What follows belongs to an exercise in optimizing a design on an open flow for small area, a short achievable clock period and few clock cycles per item; a production flow would make more cautious choices.
Where RTL was checked, it was by simulation tests only, not by an equivalence proof against the original.
For runs 1 and 2, only the layout was checked, not whether the RTL still works.
Power is estimated from default activity; no workload was simulated.

### design/flow/design.v
module sha256_padder #(
    parameter int LEN_W = 19
) (
    input  logic         Clk,
    input  logic         Reset,
    input  logic [7:0]   InData,
    input  logic         InValid,
    input  logic         InLast,
    output logic         InReady,
    output logic [511:0] Chunk,
    output logic         ChunkValid,
    output logic         ChunkLast,
    input  logic         ChunkReady
);
    logic [511:0] r_q;           
    logic         cv_q;          
    logic         cvo_q;         
    logic         cl_q;          
    logic         iv_q;          
    logic [7:0]   id_q;
    logic         il_q;
    logic         hv_q;          
    logic [7:0]   hd_q;
    logic         hl_q;
    logic         rdy_q;         
    logic         rdyo_q;        
    logic         xv_q;          
    logic [7:0]   xd_q;
    logic         xl_q;
    logic         pend2_q;       
    logic         p2_80_q;       
    logic [9:0]   hi_q;
    logic [7:1]   ht_q, lt_q;
    logic [8:0]   htc, ltc;      
    logic [2:0]   ch, cl;        
    logic         c0, c1, c2;    
    logic         r_free, c_is1, to_x, wr_i, cmt_x, pad, p2w, fits, loadlen;
    logic         in_fire, i_free, i_take, new_chunk;
    logic         cnt_rst;
    logic [63:0]  lenbits;       
    logic [63:0]  sel, above, nxt;    
    logic [63:0]  k, w, s;
    logic [511:0] r_d;
    assign InReady    = rdyo_q;
    assign Chunk      = r_q;
    assign ChunkValid = cvo_q;
    assign ChunkLast  = cl_q;
    assign htc        = {1'b0, ht_q, 1'b1};
    assign ltc        = {1'b0, lt_q, 1'b1};
    assign ch         = {ht_q[4], (ht_q[2] & ~ht_q[4]) | ht_q[6],
                         (ht_q[1] & ~ht_q[2]) | (ht_q[3] & ~ht_q[4]) | (ht_q[5] & ~ht_q[6]) | ht_q[7]};
    assign cl         = {lt_q[4], (lt_q[2] & ~lt_q[4]) | lt_q[6],
                         (lt_q[1] & ~lt_q[2]) | (lt_q[3] & ~lt_q[4]) | (lt_q[5] & ~lt_q[6]) | lt_q[7]};
    assign c0         = ~ht_q[1] & ~lt_q[1];
    assign c1         = ~ht_q[1] & lt_q[1] & ~lt_q[2];
    assign c2         = ~ht_q[1] & lt_q[2] & ~lt_q[3];
    assign r_free  = ~cv_q & ~pend2_q;
    assign c_is1   = c1;
    assign cmt_x   = xv_q & xl_q & r_free;
    assign to_x    = iv_q & ~pend2_q & c_is1 & (~xv_q | cmt_x);
    assign wr_i    = iv_q & ~c_is1 & r_free;
    assign pad     = (wr_i & il_q) | cmt_x;
    assign p2w     = pend2_q & ~cv_q;
    assign fits    = ~c0 & ~ht_q[7];    
    assign loadlen = (pad & fits) | p2w;
    assign lenbits = {45'b0, hi_q, ch, cl, 3'b000};
    assign new_chunk = (wr_i & (il_q | c0)) | cmt_x | p2w;
    assign in_fire = InValid & rdy_q;
    assign i_free  = ~iv_q | to_x | wr_i;
    logic [7:0] ch1, cl1, ch_lt, cl_le;
    always_comb begin
        for (int j = 0; j < 8; j++) begin
            ch1[j]   = htc[j] & ~htc[j + 1];
            cl1[j]   = ltc[j] & ~ltc[j + 1];
            ch_lt[j] = ~htc[j];
            cl_le[j] = ~ltc[j + 1];
        end
        for (int i = 0; i < 64; i++) begin
            sel[i]   = (i % 8 == 7) ? (ch1[(i / 8 + 1) % 8] & cl1[0]) : (ch1[i / 8] & cl1[i % 8 + 1]);
            nxt[i]   = (i > 0) ? (ch1[i / 8] & cl1[i % 8]) : 1'b0;
            above[i] = ~c0 & (ch_lt[i / 8] | (ch1[i / 8] & cl_le[i % 8]));
        end
    end
    always_comb begin
        w    = {64{wr_i}} & sel;
        w[0] = (wr_i & c2) | cmt_x;
        k    = ~(w | ({64{pad}} & above) | {64{p2w}});
        s    = ({64{pad}} & nxt) | {63'b0, p2w & p2_80_q};   
    end
    for (genvar i = 0; i < 56; i++) begin : g_lane
        for (genvar b = 0; b < 7; b++) begin : g_bit
            sha256_padder_cell u_cell (
                .q(r_q[511 - 8*i - 7 + b]), .k(k[i]), .w(w[i]),
                .d((i == 0) ? xd_q[b] : id_q[b]),
                .y(r_d[511 - 8*i - 7 + b])
            );
        end
        sha256_padder_cell7 u_cell7 (
            .q(r_q[511 - 8*i]), .k(k[i]), .w(w[i]), .d((i == 0) ? xd_q[7] : id_q[7]),
            .s(s[i]), .y(r_d[511 - 8*i])
        );
    end
    always_comb begin
        for (int i = 56; i < 64; i++) begin
            for (int b = 0; b < 8; b++) begin
                r_d[511 - 8*i - 7 + b] =
                    (r_q[511 - 8*i - 7 + b] & k[i]) |
                    (w[i] & id_q[b]) |
                    ((b == 7) ? s[i] : 1'b0) |
                    (loadlen & lenbits[8*(63-i) + b]);
            end
        end
    end
    always_ff @(posedge Clk) begin
        r_q <= r_d;
        if (i_free) begin
            id_q <= hv_q ? hd_q : InData;
            il_q <= hv_q ? hl_q : InLast;
        end
        if (rdy_q) begin
            hd_q <= InData;
            hl_q <= InLast;
        end
        if (to_x) begin
            xd_q <= id_q;
            xl_q <= il_q;
        end
    end
    assign cnt_rst = (pad & fits) | p2w;
    assign i_take  = (to_x | wr_i) & ~il_q;
    always_ff @(posedge Clk or negedge Reset) begin
        if (!Reset) begin
            cv_q    <= 1'b0;
            cvo_q   <= 1'b0;
            cl_q    <= 1'b0;
            iv_q    <= 1'b0;
            hv_q    <= 1'b0;
            rdy_q   <= 1'b1;
            rdyo_q  <= 1'b1;
            xv_q    <= 1'b0;
            pend2_q <= 1'b0;
            p2_80_q <= 1'b0;
            hi_q    <= '0;
            ht_q    <= '0;
            lt_q    <= 7'd1;
        end else begin
            if (i_free) begin
                iv_q <= hv_q | in_fire;
                if (hv_q) begin
                    hv_q  <= 1'b0;
                    rdy_q <= 1'b1;
                end
            end else if (in_fire) begin
                hv_q  <= 1'b1;
                rdy_q <= 1'b0;
            end
            if (to_x) xv_q <= 1'b1;
            else if (wr_i | cmt_x) xv_q <= 1'b0;
            rdyo_q <= i_free | (rdyo_q & ~InValid);
            if (cnt_rst) begin
                hi_q <= '0;
                ht_q <= '0;
                lt_q <= i_take ? 7'd3 : 7'd1;
            end else if (i_take) begin
                lt_q <= lt_q[7] ? 7'd0 : {lt_q[6:1], 1'b1};
                if (lt_q[7]) begin
                    ht_q <= ht_q[7] ? 7'd0 : {ht_q[6:1], 1'b1};
                    if (ht_q[7]) hi_q <= hi_q + 10'd1;
                end
            end
            cvo_q <= new_chunk | (cvo_q & ~ChunkReady);
            if (new_chunk) begin
                cv_q    <= 1'b1;
                cl_q    <= p2w | (pad & fits);
            end else if (ChunkReady) begin
                cv_q  <= 1'b0;
            end
            if (p2w) pend2_q <= 1'b0;
            else if (pad & ~fits) begin
                pend2_q <= 1'b1;
                p2_80_q <= c0;
            end
        end
    end
endmodule
module sha256_padder_cell (
    input  logic q,
    input  logic k,
    input  logic w,
    input  logic d,
    output logic y
);
    assign y = (q & k) | (w & d);
endmodule
module sha256_padder_cell7 (
    input  logic q,
    input  logic k,
    input  logic w,
    input  logic d,
    input  logic s,
    output logic y
);
    assign y = (q & k) | (w & d) | s;
endmodule
### design/flow/flow/run.sh
#!/bin/bash
# Standard ORFS layout with two changes: the port buffers use a small buffer cell, and
# clock tree synthesis adds no dummy loads. Each tool's output goes to ORFS's own logs
# (orfs/logs/...); this script's and make's output goes to flow.log here.
set -euo pipefail
export BUFFER_PORTS_ARGS="-buffer_cell sky130_fd_sc_hd__buf_1"
export CTS_ARGS="-sink_clustering_enable -repair_clock_nets -dont_use_dummy_load -sink_clustering_size 25 -sink_clustering_max_diameter 80"
bash standard.sh > flow.log 2>&1
### design/flow/standard.sh
#!/bin/bash
# synth_recipe.tcl (not shown) runs the flow's synth.tcl, then flattens the netlist and writes it again
# the make line also repeats each setting of config.mk as NAME=value (left out here)
make -C /OpenROAD-flow-scripts/flow DESIGN_CONFIG=/design/flow/config.mk WORK_HOME=/design/flow/orfs CLKGATE_MAP_FILE= SYNTH_SCRIPT=/design/flow/synth_recipe.tcl "${@:-finish}"
### design/flow/config.mk
export PLATFORM = sky130hd
export DESIGN_NAME = sha256_padder
export DESIGN_NICKNAME = sha256_padder
export VERILOG_FILES = /design/flow/design.v
export SDC_FILE = /design/flow/constraint.sdc
export NUM_CORES = 4
export LEC_CHECK = 0
export CAP_MARGIN = 20
export CORE_MARGIN = 2
export CORE_UTILIZATION = 50
export SETUP_SLACK_MARGIN = 2.4
export SLEW_MARGIN = 20
export SYNTH_HIERARCHICAL = 1
export SYNTH_MINIMUM_KEEP_SIZE = 0
### design/flow/constraint.sdc
create_clock -name core_clock -period 4.5 [get_ports {Clk}]
set_input_delay 0.9000 -clock core_clock [delete_from_list [all_inputs] [get_ports {Clk}]]
set_output_delay 0.9000 -clock core_clock [all_outputs]
set_load 0.01 [all_outputs]
==> results of run 1 <==
## modules after synthesis (local to each module, per instance)
module	copies in the design	cells	flops+latches	cell area, um2
sha256_padder	1	1140	573	15100
sha256_padder_cell7	56	1	0	10.0
sha256_padder_cell	392	1	0	8.76
## worst max-delay path: cells and delay by family, from the launching register on
kind	cells	cell delay [ns]
flip-flops	1	0.46
AND/OR/NAND/NOR	4	0.85
buffers and inverters	4	0.66
AO/OA/AOI/OAI	2	0.48
## cell usage after synthesis, types with 16 or more instances
master    number
nor2_1       169
a22o_1       437
clkbuf_1      40
edfxtp_1      27
a21oi_1       36
dfrtp_1       31
inv_1         16
nand3_1       18
o21ai_0       19
nand2_1       43
nor3b_1       27
a221o_1       64
dfxtp_1      512
## through the flow
stage / hold WS (ns) / power [mW]
after floorplan: 0.432 / 7.99
after global placement: 0.434 / 9.24
after detailed placement: 0.443 / 9.30
after CTS: 0.408 / 13.7
after global routing: 0.476 / 14.8
final: 0.411 / 14.4
## logic make-up (layout without fill, tap and decap cells)
logic type                 count (synthesis)  count (layout)  share of synthesized area
AOI/OAI and AO/OA                        614             615                      0.277
xor gates and xnor gates                   2               2                   0.000917
adders and majority gates                  1               1                   0.000655
buffers and inverters                     71             780                     0.0146
DFF                                      573             573                      0.624
muxes                                     10              10                    0.00589
and+or+nand+nor                          317             320                     0.0773
## how the worst max path moves through the flow
stage / from / end / slack (ns) / cells past startpoint
3_3_place_gp: ht_q[1] / r_q[455] / 1.45 / 6
4_1_cts: pend2_q / r_q[247] / 2.03 / 9
6_report: cv_q / r_q[303] / 1.98 / 10
3_5_place_dp: ht_q[1] / r_q[455] / 1.39 / 6
2_1_floorplan: pend2_q / r_q[383] / 2.15 / 7
5_1_grt: cv_q / r_q[175] / 1.90 / 10
## power by group through the flow
stage          Combinational, mW  Sequential, mW  Clock, mW
5_1_grt                     6.15            5.71       2.92
2_1_floorplan               2.01            5.98          0
4_1_cts                     5.27            5.66       2.74
3_5_place_dp                3.53            5.77          0
6_report                    5.95            5.68       2.73
3_3_place_gp                3.48            5.75          0
## flip-flops by register name (all words and copies together), names as in the netlist, 7 cells and up
signal / count
id_q: 8
lt_q: 7
r_q: 512
ht_q: 7
hi_q: 10
hd_q: 8
xd_q: 8
## per-layer routing
layer,up-vias,track usage,share of wire
met1,8607,0.432,0.38
met2,882,0.583,0.48
met3,183,0.0916,0.094
met5,-,0,0
met4,0,0.145,0.046
li1,7619,-,-
## final cells by class
type                            instances  area (um2)
Timing Repair Buffer                  733        4410
Inverter                               18        83.8
Fill cell                            2779       10900
Clock buffer                           29         726
Sequential cell                       573       11900
Multi-Input combinational cell        948        9010
Tap cell                              511         639
## what timing repair did
action	in CTS	in global routing
resized for setup	325	165
setup buffers	132	49
cloned	5	0
endpoints found under the setup margin	589	624
pin swaps	152	108
==> metrics.md, run 1 <==
| Metric | Value |
|---|---|
| FMAX | `0.397 GHz` |
| Crit path arrival time | `between 3 and 4 ns` |
| Starting Density | `0.507` |
| Slowest CP cell | `dfrtp_2` |
| Finish-stage setup viols | `0` |
| Most common cell after layout, fill and taps aside | `dfxtp_1` |
| CP startpoint kind | `flop` |
| Synth Cell Area | `19100 um2` |
| Count of input and output buffers | `roughly 530` |
| Hpwl dp | `approximately 47000 um` |
| Worst-path cell chain | `buf_4, nor3b_4, a31oi_4, buf_12, or3_4, buf_12, nor2_4, nor3b_4, buf_12, a221o_1` |
| H-tree Lvls | `1` |
| Number of synthesized flops with an enable pin | `27` |
| CTS clk-pin slew, worst paths | `~0.1 ns` |
| Sequential area share after synthesis | `0.624` |
| Crit-path max cell delay | `between 0.4 and 0.5 ns` |
| Share of post-route cells with drive strength above 1 | `0.269` |
| Root Driver | `clkbuf_16` |
| Setup TNS | `0 ns` |
| Fin cells | `roughly 2800` |
| Synth area leader | `dfxtp_1` |
| Yosys cell types | `slightly below 60` |
| Power share of the combinational group | `0.414` |
| R2R cell count | `10` |
| DRT Wirelength | `74200 um` |
| Worst rel slew slack | `0.261` |
| CP required | `~5 ns` |
| Ys async rst share | `0.0593` |
| Hold Path Class | `primary input to async pin` |
| DR pass1 iterations | `5` |
| Initial antenna violation count | `0` |
| Final Wtd Congestion | `approximately 0.86` |
| R2r setup slk | `between 1.5 and 2 ns` |
| Longest Clk Path Bufs | `3` |
| Worst-margin pin slew | `roughly 1.1 ns` |
| Vias in the first global route | `16343` |
| Cell count after synthesis | `1588` |
| Internal power | `9.20 mW` |
| Post-Place Cell Area | `about 22000 um2` |
| Peak supply drop | `about 440 uV` |
| Clock share of power | `0.190` |
| Final nets | `approximately 2300` |
| Area grow syn2layout | `40.3%` |
| Sw Share | `0.359` |
| Minimum clock period | `roughly 2.5 ns` |
| Leakage | `roughly 10 nW` |
| Final Worst Setup Slack | `around 2.0 ns` |
| Total gr overflow | `0` |
| YS warnings | `7` |
| Detail-routed net length per standard cell | `26.4 um` |
| Syn Area/Cell | `12.0 um2` |
| Core area | `between 30000 and 40000 um2` |
| #FFs+latches synth | `about 570` |
| Final hold vios | `0` |
| Worst clock skew | `just over 0.07 ns` |
| Clock latency at the later pin of the worst-skew pair | `approximately 0.62 ns` |
| Vias after detailed routing | `between 15000 and 20000` |
| Largest net degree at the start of global routing | `65` |
| Die Area | `39800 um2` |
| Final Cycle Share | `0.559` |
| Antenna diodes | `0` |
| Row count | `slightly above 70` |
| CTS tree | `done` |
| Status | `no timing/DRC/antenna violations` |
| Initial detailed-routing violation count | `around 1300` |
| Syn nets | `1602` |
| Max_cap viols | `0` |
| Final Max Slew Viols | `0` |
| Sequential share of power | `0.395` |
| R2R Path Start | `cv_q` |
| Total CTS buffers | `29` |
| Top cells by area, synth | `dfxtp_1 54%, a22o_1 20%, edfxtp_1 4.2%, dfrtp_1 4.1%, a221o_1 3.4%` |
| Drt via density | `approximately 6.1` |
| Pre-CTS setup slack | `1.39 ns` |
| Most frequent cells in the layout | `510 x dfxtp_1, 437 x a22o_1, 428 x buf_1` |
| CP endpoint kind | `flop` |
| Post-DRT Antenna Nets | `0` |
| Inst Count DP | `approximately 2600` |
| WS Path Type | `flop to flop` |
| Most used cell, CP | `buf_12` |
| Pwr per Cell Area | `about 540 nW/um2` |
| Global-route usage over all layers | `0.350` |
| Maximum fanout along the worst path | `8` |
| Sink Count | `between 500 and 600` |
| Design area | `26800 um2` |
| Chip Width | `about 200 um` |
| First-pass GRT wire length | `approximately 110000 um` |
| DRC violations left | `0` |
| Cts hold-fix bufs | `0` |
| Sw power | `roughly 5.2 mW` |
| Die height | `between 150 and 200 um` |
| Io pins | `roughly 530` |
| Post-synth top flop | `dfxtp_1` |
| Util after Layout | `0.712` |
| Top cell type's share of synthesized area | `0.536` |
| FF-to-FF End | `r_q[303]` |
| RSZ-0062 raised after global routing | `true` |
==> run 2: changes to the inputs <==
--- a/design/flow/config.mk
+++ b/design/flow/config.mk
@@ -8,7 +8,7 @@
 export CAP_MARGIN = 20
 export CORE_MARGIN = 2
 export CORE_UTILIZATION = 50
-export SETUP_SLACK_MARGIN = 2.4
+export SETUP_SLACK_MARGIN = 2.2
 export SLEW_MARGIN = 20
 export SYNTH_HIERARCHICAL = 1
 export SYNTH_MINIMUM_KEEP_SIZE = 0
==> run 2 against run 1 <==
  * Still clean
  * Utilization decreased by 2.7 points
  * Routed wire length decreased by 2.5%
  * Via count decreased by 0.71%
  * Die area unchanged
  * Synthesized area unchanged
  * Sequential share of layout area increased by 1.7 points
  * Critical path depth unchanged
  * Non-clock buffer count decreased by 30
  * Synthesized cell count unchanged
  * Register-to-register slack improved by 0.05 ns
  * Critical path type unchanged
  * Largest power group is now sequential cells
==> metrics.md, run 2 <==
| Metric | Value |
|---|---|
| Syn Area/Cell | `around 12 um2` |
| Sw power | `approximately 5.0 mW` |
| Ys async rst share | `0.0593` |
| Io pins | `between 500 and 600` |
| Count of input and output buffers | `around 530` |
| R2R Path Start | `pend2_q` |
| Vias after detailed routing | `17168` |
| First-pass GRT wire length | `roughly 100000 um` |
| Final hold vios | `0` |
| Clock latency at the later pin of the worst-skew pair | `about 0.61 ns` |
| R2R cell count | `10` |
| Root Driver | `clkbuf_16` |
| FF-to-FF End | `r_q[431]` |
| Internal power | `8.80 mW` |
| Peak supply drop | `about 400 uV` |
| Worst-margin pin slew | `roughly 1.1 ns` |
| Row count | `between 70 and 80` |
| Crit-path max cell delay | `about 0.5 ns` |
| Most common cell after layout, fill and taps aside | `buf_1` |
| Longest Clk Path Bufs | `3` |
| #FFs+latches synth | `573` |
| Final Cycle Share | `0.547` |
| R2r setup slk | `between 2 and 2.5 ns` |
| Minimum clock period | `approximately 2.5 ns` |
| Biggest register | `r_q` |
| Hold Path Class | `primary input to async pin` |
| DR pass1 iterations | `5` |
| Sink Count | `~570` |
| Top cells by area, synth | `dfxtp_1 54%, a22o_1 20%, edfxtp_1 4.2%, dfrtp_1 4.1%, a221o_1 3.4%` |
| Final nets | `between 2000 and 2500` |
| Die Area | `39800 um2` |
| Initial detailed-routing violation count | `1293` |
| WS Path Type | `flop to flop` |
| H-tree Lvls | `1` |
| Sw Share | `0.360` |
| CTS clk-pin slew, worst paths | `~0.090 ns` |
| Initial antenna violation count | `0` |
| Total CTS buffers | `28` |
| CTS tree | `done` |
| FILL cells | `a little under 3000` |
| Chip Width | `between 150 and 200 um` |
| Most common cell in the netlist | `dfxtp_1` |
| RSZ-0062 raised after global routing | `true` |
| DRC violations left | `0` |
| Yosys cell types | `59` |
| Post-synth top flop | `dfxtp_1` |
| Synth Cell Area | `roughly 19000 um2` |
| Worst clock skew | `around 0.038 ns` |
| CP bufs+invs | `4` |
| Antenna diodes | `0` |
| CP required | `between 4 and 5 ns` |
| Post-DRT Antenna Nets | `0` |
| Synth cell count leaders | `512 x dfxtp_1, 437 x a22o_1, 169 x nor2_1` |
| Total power draw | `around 14 mW` |
| Cell count after synthesis | `roughly 1600` |
| Share of post-route cells with drive strength above 1 | `0.200` |
| Hpwl dp | `around 47000 um` |
| Clock share of power | `0.196` |
| Maximum fanout along the worst path | `7` |
| Leakage | `between 9 and 10 nW` |
| Area grow syn2layout | `35.0%` |
| Die height | `199 um` |
| Most used cell, CP | `buf_6` |
| Detail-routed net length per standard cell | `around 26 um` |
| Util after Layout | `0.685` |
| Pwr per Cell Area | `about 530 nW/um2` |
| Finish-stage setup viols | `0` |
| Post-Place Cell Area | `about 22000 um2` |
| Delay-heaviest family, CP | `simple AND/OR/NAND/NOR gates` |
| Power share of the combinational group | `0.387` |
| Worst rel slew slack | `0.268` |
| Largest net degree at the start of global routing | `65` |
| DRT Wirelength | `72300 um` |
| Worst-path cell chain | `or3b_4, o31ai_4, buf_6, buf_6, nand2_8, buf_12, nor2_4, nor3_4, buf_4, a221o_1` |
| Sequential share of power | `0.417` |
| Hold Worst Slack | `0.402 ns` |
| Global-route usage over all layers | `0.341` |
| Syn nets | `approximately 1600` |
| CP startpoint kind | `flop` |
| Total gr overflow | `0` |
| Starting Density | `0.507` |
| Slowest CP cell | `or3b_4` |
| Number of synthesized flops with an enable pin | `27` |
| Final Wtd Congestion | `~0.90` |
| Vias in the first global route | `between 15000 and 20000` |
| Crit path arrival time | `roughly 2.9 ns` |
| Core area | `approximately 38000 um2` |
| Top cell type's share of synthesized area | `0.536` |
| Setup TNS | `0 ns` |
| Sequential area share after synthesis | `0.624` |
| Synth area leader | `dfxtp_1` |
| Drt via density | `6.17` |
| Status | `no timing/DRC/antenna violations` |
| CP endpoint kind | `flop` |
| Max_cap viols | `0` |
| FMAX | `roughly 0.41 GHz` |
| Largest registers | `r_q (512), hi_q (10)` |
| Final Max Slew Viols | `0` |
| Design area | `~26000 um2` |
| Max reg flops | `roughly 500` |
| YS warnings | `7` |
| Cts hold-fix bufs | `0` |
| Most frequent cells in the layout | `527 x buf_1, 512 x dfxtp_1, 437 x a22o_1` |
## run 2: area by class of cell
| type | count | area, um2 | area share |
|---|---|---|---|
| Timing Repair Buffer | 703 | 3820 | 0.148 |
| Multi-Input combinational cell | 949 | 8620 | 0.334 |
| Clock buffer | 28 | 701 | 0.0272 |
| Inverter | 18 | 76.3 | 0.00296 |
| Sequential cell | 573 | 11900 | 0.463 |
| Tap cell | 511 | 639 | 0.0248 |
## run 2: power groups by stage
stage                     clock network, mW  logic [mW]  registers (mW)
after global routing                   2.89        5.52            5.76
after CTS                              2.70        4.59            5.71
after floorplan                           0        1.91            5.98
after global placement                    0        3.33            5.81
final                                  2.69        5.32            5.73
after detailed placement                  0        3.37            5.82
## run 2: cell families (layout without fill, tap and decap cells)
| logic type | Yosys count | after routing | synth area share |
|---|---|---|---|
| compound gates | 614 | 617 | 0.277 |
| xor+xnor | 2 | 2 | 0.000917 |
| fa+ha+maj | 1 | 1 | 0.000655 |
| buf+inv | 71 | 749 | 0.0146 |
| flops | 573 | 573 | 0.624 |
| mux | 10 | 10 | 0.00589 |
| simple gates | 317 | 319 | 0.0773 |
## run 2: worst reg2reg max path: cells and delay by family (launching register included)
family | cells | cell delay [ns]
and+or+nand+nor | 4 | 0.74
buffers and inverters | 4 | 0.60
AOI/OAI and AO/OA | 2 | 0.55
DFF | 1 | 0.48
## run 2: timing repair
action,4_1_cts,5_1_grt
buffers inserted,89,61
endpoints found under the setup margin,549,535
gates resized for setup,202,106
pin swaps,85,102
cloned,3,3
## run 2: metrics by stage
| stage | cells | setup slack, ns |
|---|---|---|
| 6_report | 2782 | 2.04 |
| 5_1_grt | 2782 | 2.00 |
| 4_1_cts | 2718 | 2.09 |
| 3_5_place_dp | 2598 | 1.40 |
| 3_3_place_gp | 2598 | 1.44 |
| 2_1_floorplan | 1588 | 2.14 |
## run 2: per-module statistics from Yosys (local to each module, per instance)
module | cells | cell area, um2 | times used | flops+latches
sha256_padder | 1140 | 15100 | 1 | 573
sha256_padder_cell7 | 1 | 10.0 | 56 | 0
sha256_padder_cell | 1 | 8.76 | 392 | 0
## run 2: worst max path at each step
stage                 start        to  slack (ns)  depth (start not counted)
floorplan           pend2_q  r_q[383]        2.14                          7
global placement       cv_q  r_q[447]        1.44                          6
detailed placement     cv_q  r_q[447]        1.40                          6
CTS                 lt_q[1]  r_q[248]        2.09                          8
global route        pend2_q  r_q[431]        2.00                         10
finish              pend2_q  r_q[431]        2.04                         10
## run 2: routing by layer
layer / up-vias / wire (um) / part of all wire / track usage
met5: - / 0 / 0 / 0
li1: 7587 / - / - / -
met3: 180 / 6520 / 0.090 / 0.0717
met1: 8545 / 28500 / 0.39 / 0.434
met2: 856 / 34100 / 0.47 / 0.562
met4: 0 / 3210 / 0.044 / 0.149
==> run 3: changes to the inputs <==
==> design/flow/design.v (replaced) <==
module sha256_padder #(
    parameter int LEN_W = 19
) (
    input  logic         Clk,
    input  logic         Reset,
    input  logic [7:0]   InData,
    input  logic         InValid,
    input  logic         InLast,
    output logic         InReady,
    output logic [511:0] Chunk,
    output logic         ChunkValid,
    output logic         ChunkLast,
    input  logic         ChunkReady
);
    logic [511:0] r_q;           
    logic         cv_q;          
    logic         cl_q;          
    logic         hv_q;          
    logic [7:0]   hd_q;          
    logic         hl_q;          
    logic         pend2_q;       
    logic         p2_80_q;       
    logic [15:0]  len_q;         
    logic [5:0]   p;
    logic         r_free, wr, wl, p2w, fits, loadlen;
    logic [7:0]   bd;
    logic         bl;
    logic [15:0]  len_inc;
    logic [63:0]  lenbits;       
    logic [63:0]  sel, above, nxt;    
    logic [63:0]  k, w, s;
    logic [511:0] r_d;
    assign p          = len_q[5:0];
    assign InReady    = ~hv_q;
    assign Chunk      = r_q;
    assign ChunkValid = cv_q;
    assign ChunkLast  = cl_q;
    assign r_free  = ~pend2_q & (~cv_q | ChunkReady);
    assign bd      = hv_q ? hd_q : InData;
    assign bl      = hv_q ? hl_q : InLast;
    assign wr      = (hv_q | InValid) & r_free;
    assign wl      = wr & bl;
    assign p2w     = pend2_q & cv_q & ChunkReady;
    assign fits    = (p <= 6'd54);
    assign loadlen = (wl & fits) | p2w;
    assign len_inc = len_q + 16'd1;
    assign lenbits = {45'b0, len_inc, 3'b000};
    always_comb begin
        for (int i = 0; i < 64; i++) begin
            sel[i]   = (p == 6'(i));
            above[i] = (6'(i) > p);
            nxt[i]   = (i > 0) ? (p == 6'(i - 1)) : 1'b0;
        end
    end
    assign w = {64{wr}} & sel;
    assign k = ~(w | ({64{wl}} & above) | {64{p2w}});
    assign s = ({64{wl}} & nxt) | {63'b0, p2w & p2_80_q};   
    always_comb begin
        for (int i = 0; i < 64; i++) begin
            for (int b = 0; b < 8; b++) begin
                r_d[511 - 8*i - 7 + b] =
                    (r_q[511 - 8*i - 7 + b] & k[i]) |
                    (w[i] & bd[b]) |
                    ((b == 7) ? s[i] : 1'b0) |
                    ((i >= 56) ? (loadlen & lenbits[8*(63-i) + b]) : 1'b0);
            end
        end
    end
    always_ff @(posedge Clk) begin
        r_q <= r_d;
        if (~hv_q) begin
            hd_q <= InData;
            hl_q <= InLast;
        end
    end
    always_ff @(posedge Clk or negedge Reset) begin
        if (!Reset) begin
            cv_q    <= 1'b0;
            cl_q    <= 1'b0;
            hv_q    <= 1'b0;
            pend2_q <= 1'b0;
            p2_80_q <= 1'b0;
            len_q   <= '0;
        end else begin
            if (hv_q) begin
                if (r_free) hv_q <= 1'b0;
            end else if (InValid & ~r_free) begin
                hv_q <= 1'b1;
            end
            if (cv_q & ChunkReady) cv_q <= 1'b0;
            if (p2w) begin
                cv_q    <= 1'b1;
                cl_q    <= 1'b1;
                pend2_q <= 1'b0;
                len_q   <= '0;
            end else if (wr) begin
                if (bl) begin
                    cv_q    <= 1'b1;
                    cl_q    <= fits;
                    pend2_q <= ~fits;
                    p2_80_q <= (p == 6'd63);
                    if (fits) len_q <= '0;
                end else begin
                    len_q <= len_inc;
                    if (p == 6'd63) begin
                        cv_q <= 1'b1;
                        cl_q <= 1'b0;
                    end
                end
            end
        end
    end
endmodule
==> design/flow/run.sh (new file) <==
#!/bin/bash
# synth_recipe.tcl (not shown) runs the flow's synth.tcl, then flattens the netlist and writes it again
# the make line also repeats each setting of config.mk as NAME=value (left out here)
make -C /OpenROAD-flow-scripts/flow DESIGN_CONFIG=/design/flow/config.mk WORK_HOME=/design/flow/orfs CLKGATE_MAP_FILE= SYNTH_SCRIPT=/design/flow/synth_recipe.tcl finish
--- a/design/flow/config.mk
+++ b/design/flow/config.mk
@@ -7,8 +7,5 @@
 export LEC_CHECK = 0
 export CAP_MARGIN = 20
 export CORE_MARGIN = 2
-export CORE_UTILIZATION = 50
-export SETUP_SLACK_MARGIN = 2.2
+export CORE_UTILIZATION = 40
 export SLEW_MARGIN = 20
-export SYNTH_HIERARCHICAL = 1
-export SYNTH_MINIMUM_KEEP_SIZE = 0
removed: design/flow/flow/run.sh
removed: design/flow/standard.sh
==> run 3 against run 2 <==
  * Still clean
  * Die area up 26%
  * Via count up 4.2%
  * Sequential power down 5.8%
  * Utilization down 12 points
  * Critical path depth down 4
  * Largest cell class unchanged
  * Highest routed layer unchanged
==> metrics.md, run 3 <==
| Metric | Value |
|---|---|
| Clock latency at the later pin of the worst-skew pair | `a little over 0.6 ns` |
| Share of post-route cells with drive strength above 1 | `0.0841` |
| Largest registers | `r_q (512), len_q (16), hd_q (8)` |
| FILL cells | `~4200` |
| Final Cycle Share | `0.746` |
| Final hold vios | `0` |
| Total gr overflow | `0` |
| Vias in the first global route | `approximately 17000` |
| Total CTS buffers | `between 50 and 60` |
| Worst-margin pin slew | `1.12 ns` |
| Starting Density | `0.406` |
| CP required | `about 5.0 ns` |
| YS warnings | `1` |
| Sink Count | `around 540` |
| Final Max Slew Viols | `0` |
| Top cell type's share of synthesized area | `0.539` |
| Hold Path Class | `primary input to async pin` |
| Core area | `47700 um2` |
| Pwr per Cell Area | `548 nW/um2` |
| Count of input and output buffers | `527` |
| Detail-routed net length per standard cell | `around 26 um` |
| DRC violations left | `0` |
| CP startpoint kind | `flop` |
| WS Path Type | `flop to flop` |
| Initial antenna violation count | `3` |
| Ys async rst share | `0.0387` |
| FMAX | `between 0.2 and 0.3 GHz` |
| H-tree Lvls | `2` |
| Cell count after synthesis | `~1900` |
| Area grow syn2layout | `39.8%` |
| CP endpoint kind | `flop` |
| Number of synthesized flops with an enable pin | `0` |
| Cts hold-fix bufs | `0` |
| Io pins | `roughly 530` |
| Die height | `around 220 um` |
| Synth Cell Area | `~19000 um2` |
| Most frequent cells in the layout | `526 x clkdlybuf4s50_1, 521 x dfxtp_1, 265 x nand2_1` |
| Crit path arrival time | `3.89 ns` |
| Syn nets | `roughly 1900` |
| Hold Worst Slack | `about 0.24 ns` |
| Biggest register | `r_q` |
| Vias after detailed routing | `approximately 18000` |
| Root Driver | `clkbuf_16` |
| Post-DRT Antenna Nets | `0` |
| Drt via density | `~6` |
| Synth area leader | `dfxtp_1` |
| GR peak layer | `met2` |
| Setup TNS | `0 ns` |
| Most common cell after layout, fill and taps aside | `clkdlybuf4s50_1` |
| DR pass1 iterations | `5` |
| Post CTS Setup Buffer Count | `0` |
| Final Wtd Congestion | `0.932` |
| Peak supply drop | `~310 uV` |
| Global-route usage over all layers | `0.306` |
| Sequential area share after synthesis | `0.566` |
| Max_cap viols | `0` |
| Grt met2 use | `0.487` |
| #FFs+latches synth | `between 500 and 600` |
| Most common cell in the netlist | `dfxtp_1` |
| Initial detailed-routing violation count | `approximately 1600` |
| GR Layer Usage met3 | `0.0902` |
| Status | `no timing/DRC/antenna violations` |
| Synth cell count leaders | `521 x dfxtp_1, 265 x nand2_1, 201 x o2bb2ai_1` |
| Minimum clock period | `between 3 and 4 ns` |
| Chip Width | `224 um` |
| Die Area | `roughly 50000 um2` |
| CTS tree | `done` |
| Hpwl dp | `~55000 um` |
| Leakage | `9.56 nW` |
| Longest Clk Path Bufs | `3` |
| Maximum fanout along the worst path | `18` |
| Post-synth top flop | `dfxtp_1` |
| Largest net degree at the start of global routing | `63` |
| CTS clk-pin slew, worst paths | `about 0.060 ns` |
| Finish-stage setup viols | `0` |
| Row count | `80` |
| Yosys cell types | `between 70 and 80` |
| Worst rel slew slack | `0.252` |
| RSZ-0062 raised after global routing | `false` |
| Syn Area/Cell | `10.1 um2` |
| First-pass GRT wire length | `about 120000 um` |
| Post_cts resized | `0` |
| Worst clock skew | `approximately 0.033 ns` |
| DRT Wirelength | `a little under 80000 um` |
| Final nets | `roughly 2400` |
| Met1 Track Usage GR | `0.387` |
| Top cells by area, synth | `dfxtp_1 54%, o2bb2ai_1 9.1%, nand2_1 5.1%, a22o_1 4.5%, o21ai_0 4.3%` |
| Max reg flops | `between 500 and 600` |
[run 3: routing by layer]
layer / part of all wire / vias up
met4: 0.045 / 0
li1: - / 8057
met5: 0 / -
met3: 0.089 / 175
met1: 0.41 / 8823
met2: 0.46 / 832
[run 3: cells by family after synthesis]
| logic type | Yosys count | synth area share |
|---|---|---|
| xor gates and xnor gates | 13 | 0.00588 |
| muxes | 11 | 0.00640 |
| adders and majority gates | 3 | 0.00194 |
| buffers and inverters | 163 | 0.0375 |
| DFF | 542 | 0.566 |
| AOI/OAI and AO/OA | 700 | 0.267 |
| and+or+nand+nor | 482 | 0.115 |
[run 3: stage by stage]
stage | setup slack (ns) | instances | instance area (um2) | utilization | power [mW]
after floorplan | 2.12 | 1914 | 19400 | - | 8.02
after global placement | 0.794 | 2956 | 25300 | 0.529 | 10.2
after detailed placement | 0.670 | 2956 | 25300 | 0.529 | 10.2
after CTS | 1.27 | 3054 | 27100 | 0.567 | 14.8
after global routing | 0.991 | 3056 | 27100 | 0.567 | 15.3
final | 1.14 | 3057 | 27100 | 0.567 | 14.8
[run 3: path summary, 6_finish.rpt]
kind	cells past startpoint	from	to	slack [ns]
hold reg to reg	2	r_q[441]	r_q[441]	0.45
setup / recovery	6	len_q[0]	r_q[13]	1.14
min in group core_clock	2	r_q[441]	r_q[441]	0.45
setup reg to reg	6	len_q[0]	r_q[13]	1.14
hold / removal	1	Reset	cl_q	0.24
max in group asynchronous	1	Reset	len_q[2]	3.90
[run 3: where the power goes]
group	switching [mW]	internal [mW]	leakage (nW)
combinational	3.51	1.28	4.18
clock	1.92	2.71	0.889
sequential	0.303	5.10	4.49
total	5.73	9.09	9.56
[run 3: worst max-delay path: stages, from the launching register on]
cell and delay (ns):
dfrtp_1 0.81, ha_1 0.52, nand3_1 0.49, nor2_1 0.66, o21ai_0 0.19, a21oi_2 0.38
a221o_1 0.22
[run 3: area by class of cell]
cell class              instances  area [um2]  area share
multi-input cells            1209        7830       0.289
well taps                     615         769      0.0284
inverters                      20        75.1     0.00277
diodes                          3        7.51    0.000277
flip-flops and latches        542       11000       0.405
clock buffers                  82        1620      0.0599
repair buffers                570        5620       0.208
clock inverters                16         193     0.00712
Testbench counts of run 3, summed over its fixed seeds: cycles 53,324, bytes 53,274.

## afterwards: timing with drivers on the ports
In the flow no input, the clock included, has a driving cell. The finished layouts below were timed again as built, in two steps.
Step 1 sets driving cells, clkbuf_16 on the clock port and buf_2 on the other inputs (assumed; they add their load-dependent delay and slew).
Step 2 adds t to the input delays and takes it off the output delays; t is the mean of the earliest and latest rising clock arrival at the registers after step 1. Input paths then give back, and output paths get back, about the clock's delay inside the block.
Three values: ideal, step 1, step 2; two values: the first two.
run | t (ns) | slack for setup (ns) | worst setup path after step 2 | slew at the worst register clock pin (ns)
run 1 | 0.637 | 1.983 / 1.983 / 1.983 | register to register | 0.10 / 0.10
run 2 | 0.655 | 2.038 / 2.038 / 2.038 | register to register | 0.10 / 0.10
run 3 | 0.665 | 1.145 / 1.145 / 0.564 | input to register | 0.07 / 0.07
After both steps every run listed still meets setup and hold. For run 3, which loses most, drivers alone change the setup slack by 0.000 ns; drivers and shift together by -0.581 ns.
